From an optimization exercise on the open Yosys and OpenROAD flow, aimed at small area and few clock cycles; shortcuts taken in it are not production practice. No run shown here included a check of the RTL's function; only the layout flow was run. Power is estimated from default activity; no workload was simulated.

## flow/design.v

```verilog
`default_nettype none
module saturn_debugger (
    input  wire logic        i_clk,
    input  wire logic        i_reset,
    input  wire logic        i_instr_decoded,
    input  wire logic        i_exec_unit_busy,
    input  wire logic [19:0] i_current_pc,
    input  wire logic        i_reg_carry,
    input  wire logic [3:0]  i_reg_p,
    input  wire logic [15:0] i_reg_st,
    output logic [1:0]       o_dbg_register,
    output logic [3:0]       o_dbg_reg_ptr,
    input  wire logic [3:0]  i_dbg_reg_nibble,
    input  wire logic        i_bus_debug,
    input  wire logic [1:0]  i_bus_action,
    input  wire logic [3:0]  i_bus_data,
    input  wire logic        i_serial_busy,
    output logic [7:0]       o_char_to_send,
    output logic             o_char_valid,
    output logic             o_char_send,
    output logic             o_debug_cycle
);
    localparam logic [1:0] L_PC = 2'b00;   
    localparam logic [1:0] L_ST = 2'b01;   
    localparam logic [1:0] L_A  = 2'b11;   
    localparam logic [1:0] L_C  = 2'b10;   
    localparam logic [4:0] PC_FIRST = 5'd10;
    localparam logic [4:0] PC_LAST  = 5'd18;
    localparam logic [4:0] ST_FIRST = 5'd21;
    localparam logic [4:0] AC_FIRST = 5'd20;
    localparam logic [4:0] C_LAST   = 5'd30;
    logic [1:0] line;
    logic [4:0] pos;
    logic [3:0] nib;
    logic       bus_pending;
    logic       bus_second;
    logic [1:0] bus_action_q;
    logic       trigger;
    logic       valid_next;
    logic       dump_step;
    logic       line_end;
    logic       dump_end;
    logic [3:0] dump_nib;
    logic [3:0] pc_nib;
    logic [7:0] hex;
    logic [7:0] dump_char;
    logic [7:0] action_char;
    assign trigger = i_instr_decoded && !i_exec_unit_busy;
    assign valid_next = !i_reset && !o_char_valid && !i_serial_busy && !i_bus_debug &&
                        (bus_pending || o_debug_cycle);
    assign dump_step = o_char_valid && !bus_pending;
    always_comb begin
        case (line)
            L_PC:    line_end = (pos == PC_LAST);
            L_C:     line_end = (pos == C_LAST);
            default: line_end = (pos == 5'd0);
        endcase
    end
    assign dump_end = (line == L_C) && (pos == C_LAST);
    assign o_dbg_register = {o_debug_cycle && (line == L_C), o_debug_cycle && (line == L_A)};
    assign o_dbg_reg_ptr  = pos[3:0];
    always_ff @(posedge i_clk) begin
        if (i_reset) begin
            o_debug_cycle <= 1'b0;
        end else if (!o_debug_cycle) begin
            o_debug_cycle <= trigger;
        end else if (valid_next && !bus_pending && dump_end) begin
            o_debug_cycle <= 1'b0;
        end
    end
    always_ff @(posedge i_clk) begin
        if (!o_debug_cycle) begin
            line <= L_PC;
            pos  <= PC_FIRST;
        end else if (dump_step) begin
            if (line_end) begin
                case (line)
                    L_PC:    begin line <= L_ST; pos <= ST_FIRST; end
                    L_ST:    begin line <= L_A;  pos <= AC_FIRST; end
                    L_A:     begin line <= L_C;  pos <= AC_FIRST; end
                    default: begin line <= L_PC; pos <= PC_FIRST; end
                endcase
            end else begin
                pos <= pos - 5'd1;
            end
        end
    end
    always_ff @(posedge i_clk) begin
        o_char_valid <= valid_next;
        if (i_reset) begin
            o_char_send <= 1'b0;
            bus_pending <= 1'b0;
        end else begin
            if (valid_next) begin
                o_char_send <= !o_char_send;
            end
            if (i_bus_debug) begin
                bus_pending <= 1'b1;
            end else if (o_char_valid && bus_pending && bus_second) begin
                bus_pending <= 1'b0;
            end
        end
    end
    always_ff @(posedge i_clk) begin
        if (i_bus_debug) begin
            bus_second   <= 1'b0;
            bus_action_q <= i_bus_action;
        end else if (o_char_valid) begin
            bus_second   <= 1'b1;
        end
    end
    assign pc_nib = pos[2] ? i_current_pc[19:16] : i_current_pc[pos[1:0]*4 +: 4];
    always_comb begin
        case (line)
            L_PC:    dump_nib = pos[4] ? (pos[0] ? {3'b000, i_reg_carry} : i_reg_p) : pc_nib;
            L_ST:    dump_nib = {3'b000, i_reg_st[pos[3:0]]};
            default: dump_nib = i_dbg_reg_nibble;
        endcase
    end
    always_ff @(posedge i_clk) begin
        if (i_bus_debug) begin
            nib <= i_bus_data;
        end else if (!bus_pending) begin
            nib <= dump_nib;
        end
    end
    logic nib_alpha;
    assign nib_alpha = nib[3] && (nib[2] || nib[1]);
    assign hex = nib_alpha ? {5'b01000, nib[2:0] - 3'd1} : {4'h3, nib};
    assign action_char = {1'b0, !(bus_action_q[1] && bus_action_q[0]), 1'b1, !bus_action_q[0],
                          bus_action_q[1] && bus_action_q[0], bus_action_q[1] ~^ bus_action_q[0],
                          1'b1, !bus_action_q[1]};
    always_comb begin
        case ({line, pos})
            {L_PC, 5'd10}, {L_ST, 5'd21}, {L_A, 5'd20}, {L_C, 5'd20}, {L_C, 5'd31}:
                dump_char = 8'h0a;
            {L_PC, 5'd9}, {L_ST, 5'd20}, {L_A, 5'd19}, {L_C, 5'd19}, {L_C, 5'd30}:
                dump_char = 8'h0d;
            {L_PC, 5'd8}, {L_PC, 5'd21}: dump_char = "P";
            {L_PC, 5'd7}, {L_PC, 5'd30}, {L_C, 5'd18}: dump_char = "C";
            {L_PC, 5'd6}, {L_PC, 5'd25}, {L_PC, 5'd20}, {L_ST, 5'd17}, {L_A, 5'd17}, {L_C, 5'd17}:
                dump_char = ":";
            {L_PC, 5'd29}: dump_char = "a";
            {L_PC, 5'd28}, {L_PC, 5'd27}: dump_char = "r";
            {L_PC, 5'd26}: dump_char = "y";
            {L_ST, 5'd19}: dump_char = "S";
            {L_ST, 5'd18}: dump_char = "T";
            {L_A, 5'd18}:  dump_char = "A";
            {L_PC, 5'd5}, {L_PC, 5'd31}, {L_PC, 5'd24}, {L_PC, 5'd22}, {L_PC, 5'd19},
            {L_ST, 5'd16}, {L_A, 5'd16}, {L_C, 5'd16}:
                dump_char = " ";
            default: dump_char = hex;
        endcase
    end
    always_comb begin
        if (bus_pending) begin
            o_char_to_send = bus_second ? hex : action_char;
        end else begin
            o_char_to_send = dump_char;
        end
    end
endmodule
`default_nettype wire
```

## flow/flow/run.sh

```bash
#!/bin/bash
export BUFFER_PORTS_ARGS="-buffer_cell sky130_fd_sc_hd__buf_1"
cp standard.sh standard_sh.log
bash standard.sh > standard.log 2>&1
```

## flow/standard.sh

```bash
#!/bin/bash
# synth_recipe.tcl (not shown) runs the flow's synth.tcl, then flattens the netlist and writes it again
# the make line also repeats each setting of config.mk as NAME=value (left out here)
make -C /OpenROAD-flow-scripts/flow DESIGN_CONFIG=/design/flow/config.mk WORK_HOME=/design/flow/orfs CLKGATE_MAP_FILE= SYNTH_SCRIPT=/design/flow/synth_recipe.tcl "${@:-finish}"
```

## flow/config.mk

```make
export PLATFORM = sky130hd
export DESIGN_NAME = saturn_debugger
export DESIGN_NICKNAME = saturn_debugger
export VERILOG_FILES = /design/flow/design.v
export SDC_FILE = /design/flow/constraint.sdc
export NUM_CORES = 4
export LEC_CHECK = 0
export CAP_MARGIN = 20
export CORE_MARGIN = 2
export CORE_UTILIZATION = 40
export CTS_BUF_LIST = sky130_fd_sc_hd__clkbuf_2 sky130_fd_sc_hd__clkbuf_4
export SLEW_MARGIN = 20
```

## flow/constraint.sdc

```tcl
create_clock -name core_clock -period 10.0 [get_ports {i_clk}]
set_input_delay 2.0000 -clock core_clock [delete_from_list [all_inputs] [get_ports {i_clk}]]
set_output_delay 2.0000 -clock core_clock [all_outputs]
set_load 0.01 [all_outputs]
```

==> impl.org, run 1 <==
** Outcome
- Outcome :: timing/DRC/antenna clean

** Setup path
- Critical path fanouts, max :: 17
- Depth of the worst register-to-register path :: 8
- Required time at the endpoint of the critical path :: 8.00 ns
- Minimum setup slack among reg-to-reg paths :: 7.39 ns
- STA classifies the critical path endpoint as an output port.
- The most critical setup path has its endpoint at o_char_to_send[2].
- Arrival time at the worst endpoint :: 3.68 ns
- The setup path with the least slack is of type flop to output port.
- Endpoint of the worst register-to-register path :: pos[1]
- Crit path launch type :: flop
- In this run the critical register-to-register path is launched from pos[0].
- Crit path launch :: pos[0]

** Detailed routing
- First-pass detailed-route iteration total :: 6
- Routed vias :: 2176
- Vias per Instance :: 5.77
- After detailed routing, the total wire length is 5910 um.
- The detail route stage leaves a number of antenna-violating nets equal to 0.
- For this block, the initial DRC count from the detailed router was between 150 and 200.
- DRC violations left :: 0
- WL/cell :: between 15 and 20 um

** Clock tree
- Clock latency on the worst-skew pair, taken at its later pin, is 0.29 ns.
- Number of buffers between clock root and the deepest sink :: 2
- The tree is rooted in a sky130_fd_sc_hd__clkbuf_4.
- TritonCTS clock tree :: built
- Clock-pin slew was measured on the worst setup and hold paths at between 0.1 and 0.15 ns.
- Post-CTS resize count :: 0
- H-tree depth :: 1
- Number of buffers inserted for hold repair after clock tree synthesis :: 0
- Number of sinks on the clock net :: 18
- In this run the post-CTS setup repair buffer count came out at 0.
- CTS Buf Count :: 3

** STA
- Achievable clock frequency :: 0.176 GHz
- The tightest hold path in the finished design has a slack of ~0.53 ns.
- The final count of pins violating max slew came to 0.
- Fin crit period :: 5.68 ns
- Dividing the final minimum period by the clock period gives 56.8%.
- Final setup violation count :: 0
- The number of failing hold endpoints at the final stage was 0.
- Worst Clk Skew :: 0.00608 ns
- Setup repair after global routing missed its margin :: no
- In the final timing run, aggregate negative setup slack is 0 ns.
- Slew Limit Headroom :: 43.3%
- At the pin with the least slew margin, the transition time is between 0.8 and 0.9 ns.

** Cells and area
- Most common cell after layout, fill and taps aside :: sky130_fd_sc_hd__buf_1
- Number of nets at the end of the flow :: 372
- Top library cells by usage in the layout, fill and taps aside :: 72 x sky130_fd_sc_hd__buf_1, 26 x sky130_fd_sc_hd__nor2_1, 19 x sky130_fd_sc_hd__a21oi_1, 15 x sky130_fd_sc_hd__nand2_1, 14 x sky130_fd_sc_hd__o21ai_0
- Share of post-route cells with drive strength above 1 :: 9.77%
- 0 antenna diodes ended up in the layout.
- Counting the fill cells in the layout gives about 560.
- Area growth from synthesis to final layout :: 11.1%
- Post-Route Utilization :: 46.2%
- The finished layout holds 377 standard cells, fillers aside.
- Final Instance Area :: between 2000 and 2500 um^2

** Synth
- The mapped netlist covers ~2100 um^2.
- A synthesized cell averages 8.33 um^2.
- After synthesis the netlist holds a flip-flop and latch count of 18.
- Predominant post-synthesis flop cell :: sky130_fd_sc_hd__dfxtp_1
- Distinct cell type count after synthesis :: slightly below 60
- Number of nets produced by synthesis :: 321
- For this run, asynchronously set or reset flops after synthesis account for 0%.
- For this run, the number of Yosys warnings is 1.
- Portion of the post-synthesis area used by sequential elements :: about 20%
- Synthesis handed over a netlist of 257 instances.
- Counting flops with a built-in enable in the synthesized netlist gives 6.

** GRT
- The number of antenna violations at the first check in global routing is 0.
- The via count of the first global-routing pass was 2061.
- Global-route total usage across every layer :: 20.2%
- Pin count of the biggest net entering global routing :: 26
- Total grt overflow :: 0
- Global-route wire length before repair :: between 9000 and 10000 um

** Power
- Largest voltage drop on the vdd net :: 0.0338 mV
- Power per cell area :: 67.5 nW/um^2
- Leakage component of the power :: 0.000764 uW

** Floorplan
- The die is around 77 um wide.
- Cell Rows :: 26
- The die covers 5950 um^2.
- Once the floorplan was initialized, standard cells occupied 41.6% of the core.
- Number of I/O pins :: 74
- Total core area :: 5140 um^2
- Vertical extent of the die :: 77.1 um

** Run
- Max Cap Violations :: 0

** Place
- The congestion estimate from routability-driven global placement came to 0.982.
- Number of buffer cells added on primary ports :: 72
- Number of placed cells counting well taps :: 373
- Half-perimeter wire length after placement :: about 4500 um
- Cell area reported after detailed placement :: 2350 um^2

** Min path
- Min-delay worst type :: flop to flop
[cells in the mapped netlist, types with 3 or more instances]
| library cell | instances | share of area [%] |
|---|---|---|
| sky130_fd_sc_hd__nor2_1 | 26 | 4.6 |
| sky130_fd_sc_hd__nor4_1 | 4 | 1.2 |
| sky130_fd_sc_hd__nand3b_1 | 3 | 1.1 |
| sky130_fd_sc_hd__buf_4 | 7 | 2.5 |
| sky130_fd_sc_hd__nor4b_1 | 3 | 1.2 |
| sky130_fd_sc_hd__dfxtp_1 | 12 | 11 |
| sky130_fd_sc_hd__ha_1 | 7 | 4.1 |
| sky130_fd_sc_hd__buf_2 | 5 | 1.2 |
| sky130_fd_sc_hd__buf_6 | 3 | 1.6 |
| sky130_fd_sc_hd__a21oi_1 | 19 | 4.4 |
| sky130_fd_sc_hd__o21ai_0 | 14 | 3.3 |
| sky130_fd_sc_hd__inv_1 | 7 | 1.2 |
| sky130_fd_sc_hd__a22oi_1 | 5 | 1.8 |
| sky130_fd_sc_hd__mux2_2 | 5 | 2.6 |
| sky130_fd_sc_hd__nor3_1 | 6 | 1.4 |
| sky130_fd_sc_hd__mux4_2 | 9 | 9.5 |
| sky130_fd_sc_hd__a211oi_1 | 4 | 1.4 |
| sky130_fd_sc_hd__nand4_1 | 3 | 0.88 |
| sky130_fd_sc_hd__a221oi_2 | 3 | 2.1 |
| sky130_fd_sc_hd__nor2b_1 | 7 | 2.0 |
| sky130_fd_sc_hd__clkbuf_1 | 12 | 2.1 |
| sky130_fd_sc_hd__edfxtp_1 | 6 | 8.4 |
| sky130_fd_sc_hd__nand2_1 | 15 | 2.6 |
| sky130_fd_sc_hd__mux2i_1 | 8 | 3.7 |
| sky130_fd_sc_hd__a21boi_0 | 3 | 1.1 |
| sky130_fd_sc_hd__nand3_1 | 6 | 1.4 |
| sky130_fd_sc_hd__nand2b_1 | 12 | 3.5 |
| sky130_fd_sc_hd__a31oi_1 | 3 | 0.88 |
[state kept, by name, summed over array words and instances (netlist names)]
name and count:
nib 4, bus_second 1, o_char_send 1, pos 5, o_debug_cycle 1, line 2, bus_action_q 2, o_char_valid 1
bus_pending 1
[worst max-delay path, cell delays in order (launching register included)]
cell	delay [ns]
sky130_fd_sc_hd__dfxtp_1	0.89
sky130_fd_sc_hd__inv_1	0.23
sky130_fd_sc_hd__ha_1	0.38
sky130_fd_sc_hd__nor2_1	0.23
sky130_fd_sc_hd__a211oi_1	0.11
sky130_fd_sc_hd__nor4b_1	0.49
sky130_fd_sc_hd__nor4b_4	0.45
sky130_fd_sc_hd__a21boi_2	0.13
sky130_fd_sc_hd__a221oi_2	0.28
sky130_fd_sc_hd__buf_1	0.18
[area by class of cell]
cell class | instances | area (um^2) | area share [%]
Clock inverter | 1 | 3.75 | 0.158
Inverter | 7 | 26.3 | 1.11
Clock buffer | 3 | 22.5 | 0.948
Tap cell | 70 | 87.6 | 3.69
Sequential cell | 18 | 420 | 17.7
Multi-Input combinational cell | 205 | 1540 | 64.7
Timing Repair Buffer | 73 | 278 | 11.7
[how the worst min path moves through the flow]
stage                      start     endpoint  cells after the start
floorplan           o_char_valid   bus_second                      2
global placement     o_char_send  o_char_send                      2
detailed placement   o_char_send  o_char_send                      2
CTS                  o_char_send  o_char_send                      2
global route         o_char_send  o_char_send                      2
finish               o_char_send  o_char_send                      2
[cell families (layout without fill, tap and decap cells)]
family / count (synthesis) / in the layout / synth area share (%)
compound gates: 70 / 70 / 23.3
xor+xnor: 3 / 3 / 1.23
fa+ha+maj: 7 / 7 / 4.09
buf+inv: 34 / 84 / 8.54
flops: 18 / 18 / 19.6
mux: 22 / 22 / 15.8
other cells: 1 / 1 / 0.175
simple gates: 102 / 102 / 27.2
[layer usage]
layer | track usage, % | share of wire (%) | up-vias
li1 | - | - | 1063
met3 | 2.12 | 6.9 | 6
met2 | 31.7 | 47 | 116
met1 | 28.9 | 45 | 991
met5 | 0 | 0 | -
met4 | 7.14 | 1.3 | 0
[per-stage QoR]
| stage | total power, uW | worst slack (ns) |
|---|---|---|
| 4_1_cts | 161 | 4.35 |
| 5_1_grt | 171 | 3.95 |
| 6_report | 160 | 4.32 |
| 2_1_floorplan | 109 | 5.13 |
| 3_5_place_dp | 124 | 4.70 |
| 3_3_place_gp | 124 | 4.80 |
[report_power, final]
group	internal [uW]	switching, uW
Sequential	79.2	5.35
Clock	14.5	23.4
Combinational	19.5	18.3
Total	113	47.1
==> run 2: changes to the inputs <==
--- a/flow/config.mk
+++ b/flow/config.mk
@@ -8,5 +8,5 @@
 export CAP_MARGIN = 20
 export CORE_MARGIN = 2
 export CORE_UTILIZATION = 40
-export CTS_BUF_LIST = sky130_fd_sc_hd__clkbuf_2 sky130_fd_sc_hd__clkbuf_4
+export CTS_BUF_LIST = sky130_fd_sc_hd__clkbuf_4
 export SLEW_MARGIN = 20
==> run 2 against run 1 <==
Compared with the run above:
- critical path depth did not move
- worst hold slack did not move
- sequential power about the same
- combinational power about the same
- worst setup slack unchanged
- core utilization stayed put
- die area stayed put
- count of clock-buffer cells in the layout unchanged
- routed wire length did not move
- largest cell class unchanged
- highest routed layer unchanged
==> impl.org, run 2 <==
** STA
- Fin crit period :: 5.68 ns
- Final setup violation count :: 0
- Setup repair after global routing left no endpoint under its margin.
- The number of failing hold endpoints at the final stage came to 0.
- Achievable clock frequency :: 0.176 GHz
- For the pin with the worst max-slew slack, the measured transition is 0.849 ns.
- Slew Limit Headroom :: 43.3%
- Max-slew violations :: 0
- Across the routed clock network, the largest skew measured is 0.00608 ns.
- Sum of negative setup slack :: 0 ns
- Fin crit share :: 56.8%

** Synth
- In this run, synthesis inferred 6 flip-flops with an integrated enable.
- The synthesized netlist contains 58 unique library cells.
- By instance count, the leading cell after synthesis is sky130_fd_sc_hd__nor2_1.
- Predominant post-synthesis flop cell :: sky130_fd_sc_hd__dfxtp_1
- Synth async-reset ratio :: 0%
- The synthesized design spends more area on one cell type than any other, namely sky130_fd_sc_hd__dfxtp_1.
- After synthesis, the most frequently instantiated cells are 26 x sky130_fd_sc_hd__nor2_1, 19 x sky130_fd_sc_hd__a21oi_1, 15 x sky130_fd_sc_hd__nand2_1.
- Portion of the post-synthesis area used by sequential elements :: 19.6%
- Number of nets produced by synthesis :: 321
- The average instance in the mapped netlist occupies 8.33 um^2.
- Of the post-synthesis cell area, the dominant cell type holds 11.2%.
- Flip-flop and latch count after synthesis :: 18
- Post-synthesis instance area :: 2140 um^2
- Dominant cells by area after synthesis :: sky130_fd_sc_hd__dfxtp_1 11%, sky130_fd_sc_hd__mux4_2 9.5%, sky130_fd_sc_hd__edfxtp_1 8.4%, sky130_fd_sc_hd__nor2_1 4.6%, sky130_fd_sc_hd__a21oi_1 4.4%
- Count of warnings emitted by yosys :: 1
- Number of instances in the synthesized netlist :: 257

** Run
- Max Cap Violations :: 0

** Setup path
- Measured in cells, the most critical reg-to-reg path has a length of 8.
- In this run the register-to-register setup slack is 7.39 ns.
- By startpoint and endpoint, the worst setup path is classified as flop to output port.
- The worst register-to-register path begins at pos[0].
- In this run the worst path has a maximum fanout of 17.
- The worst register-to-register path ends at pos[1].
- In this design, the stage delay of the slowest critical-path cell is roughly 0.89 ns.
- Walking the worst path, the cells encountered are inv_1, ha_1, nor2_1, a211oi_1, nor4b_1, nor4b_4, a21boi_2, a221oi_2, buf_1.
- Type of destination of the critical path :: output port
- Arrival time at the worst endpoint :: 3.68 ns
- The slowest stage of the critical path is the sky130_fd_sc_hd__dfxtp_1 cell.
- Crit path launch type :: flop
- Data on the critical path is required at its endpoint by 8.00 ns.

** GRT
- Pin count of the biggest net entering global routing :: 26
- The first global-routing pass estimated 9910 um of wire.
- The via count of the first global-routing pass was 2061.
- Total grt overflow :: 0
- Antenna violations before repair :: 0
- Global routing consumed, over all layers together, 20.2% of the routing resources.

** Power
- Internal Pwr Total :: 113 uW
- Combinational power share :: 23.6%
- Largest voltage drop on the vdd net :: 0.0338 mV
- Summed over all cells, the static leakage comes to 0.000764 uW.
- For this design the ratio of total power to cell area is 67.5 nW/um^2.
- Part of the power in registers :: between 50% and 60%
- The share of total power dissipated in the clock network is about a quarter.
- Switching power as a share of total power :: 29.4%
- In this run the power spent charging and discharging nets is 47.1 uW.

** Detailed routing
- The detail route stage leaves a number of antenna-violating nets equal to 0.
- Dividing the detail-routed wire length by the instance count gives 15.7 um.
- Iteration-0 DRC Markers :: 199
- For this run, design rule violations remaining after detail routing come to 0.
- Routed vias :: about 2200
- The first detailed-routing pass took 6 iterations.
- Vias per Instance :: 5.77
- Total wire length after detailed routing :: approximately 5900 um

** Min path
- The worst hold path terminates at o_char_send.
- Hold wc startpoint :: o_char_send
- The worst hold path was traced through 2 stages.
- In this run the worst hold path is classified as flop to flop.

** Clock tree
- Number of sinks on the clock net :: 18
- In this run the number of H-tree levels came out at 1.
- Postcts setup bufs :: 0
- TritonCTS built the clock tree.
- Gates resized during post-CTS repair numbered 0.
- CTS Buf Count :: 3
- Number of buffers between clock root and the deepest sink :: 2
- CTS placed an instance of sky130_fd_sc_hd__clkbuf_4 at the clock tree root.
- At the later pin of the worst-skew pair, clock insertion delay measures 0.29 ns.
- After clock tree synthesis, the clock-pin slew on the worst setup and hold paths is 0.11 ns.
- For this design, the CTS-stage hold fixing added 0 buffers.

** Floorplan
- The die is 77.1 um tall.
- In this run the standard cell core region covers 5140 um^2.
- 74 I/O pins were placed.
- Initial core utilization :: between 40% and 50%
- Cell Rows :: 26
- The die covers 5950 um^2.
- The die is just under 80 um wide.

** Cells and area
- Final std cells w/o fill :: roughly 380
- The repair_antennas step left the layout with diodes totalling 0.
- The post-route netlist has slightly below 10% of its cells at a drive strength greater than 1.
- Total of fill cells in the finished design :: 561
- Measured on the finished design, the core utilization comes to approximately 46%.
- Number of nets at the end of the flow :: 372
- Largest reg by FF count :: pos
- Area growth from synthesis to final layout :: 11.1%
- Biggest regs :: pos: 5 flops, nib: 4 flops
- The register with the most flip-flops in the layout has 5 of them.
- In the layout the commonest cells are 72 x sky130_fd_sc_hd__buf_1, 26 x sky130_fd_sc_hd__nor2_1, 19 x sky130_fd_sc_hd__a21oi_1, 15 x sky130_fd_sc_hd__nand2_1, 14 x sky130_fd_sc_hd__o21ai_0.
- The library cell used most frequently in the layout, excluding fill and tap cells, is sky130_fd_sc_hd__buf_1.

** Outcome
- The run finished with no timing, DRC or antenna violations.

** Place
- Number of placed cells counting well taps :: 373
- Summed over all nets, the half-perimeter wirelength after detailed placement is 4510 um.
- Number of buffer cells added on primary ports :: 72
- Final estimated routing congestion in global placement :: around 0.98
==> run 2: cells by family after synthesis <==
kind of cell	synth area share, %
AO/OA/AOI/OAI	23.3
XOR/XNOR	1.23
adder cells (fa/ha/maj)	4.09
buffers and inverters	8.54
flip-flops	19.6
multiplexers	15.8
other	0.175
AND/OR/NAND/NOR	27.2
==> run 2: worst max-delay path by stage <==
stage,start,end,slack [ns],cells after the start
after floorplan,pos[0],o_char_to_send[2],5.13,11
after global placement,pos[0],o_char_to_send[6],4.80,9
after detailed placement,pos[0],o_char_to_send[2],4.70,9
after CTS,pos[0],o_char_to_send[2],4.35,9
after global routing,pos[0],o_char_to_send[0],3.95,9
final,pos[0],o_char_to_send[2],4.32,9
==> run 2: metal layers <==
metal	wire length [um]	share of wire, %	global-route usage [%]	up-vias
li1	-	-	-	1063
met1	2660	45	28.9	991
met2	2770	47	31.7	116
met3	407	6.9	2.12	6
met4	78	1.3	7.14	0
met5	0	0	0	-
==> run 2: power groups by stage <==
stage	sequential [uW]	clock, uW	combinational, uW
final	84.6	37.9	37.8
after global routing	85.6	43.2	42.3
after CTS	84.6	39.1	37.8
after detailed placement	86.3	0	37.6
after global placement	86.3	0	37.3
after floorplan	83.1	0	26.2
==> run 2: critical path: cells and delay by family, from the launching register on <==
family,cells,cell delay [ns]
adder cells (fa/ha/maj),1,0.38
AO/OA/AOI/OAI,3,0.52
AND/OR/NAND/NOR,3,1.17
buffers and inverters,2,0.41
flip-flops,1,0.89
==> run 2: area by class of cell <==
class | count | area, um^2 | share of cell area (%)
tap | 70 | 87.6 | 3.69
timing repair buffer | 73 | 278 | 11.7
clock buffer | 3 | 22.5 | 0.948
clock inverter | 1 | 3.75 | 0.158
inverter | 7 | 26.3 | 1.11
sequential | 18 | 420 | 17.7
multi-input combinational | 205 | 1540 | 64.7
==> run 2: per-stage QoR <==
step	instance area (um^2)	power [uW]	setup slack [ns]	hold slack [ns]
final	2380	160	4.32	0.535
after global routing	2380	171	3.95	0.587
after CTS	2370	161	4.35	0.540
after detailed placement	2350	124	4.70	0.512
after global placement	2350	124	4.80	0.502
after floorplan	2140	109	5.13	0.532

## port drivers added, routing unchanged
In the flow no input, the clock included, has a driving cell. The finished layouts below were timed again as built, in two steps.
Step 1: set_driving_cell puts a clkbuf_16 on i_clk and a buf_2 on each other input, an assumption about the parent block.
Step 2 also shifts input and output timing later by t, the mid clock arrival at the registers, as if the neighbouring blocks saw the same clock.
Three values: ideal ports, drivers, drivers and shift; two values: the first two.
| run | t (ns) | setup WS [ns] | worst setup path after step 2 | slew at the worst register clock pin (ns) |
|---|---|---|---|---|
| run 1 | 0.311 | 4.323 / 4.299 / 4.610 | register to output | 0.11 / 0.11 |
| run 2 | 0.311 | 4.323 / 4.299 / 4.610 | register to output | 0.11 / 0.11 |
After both steps every run listed still meets setup and hold.
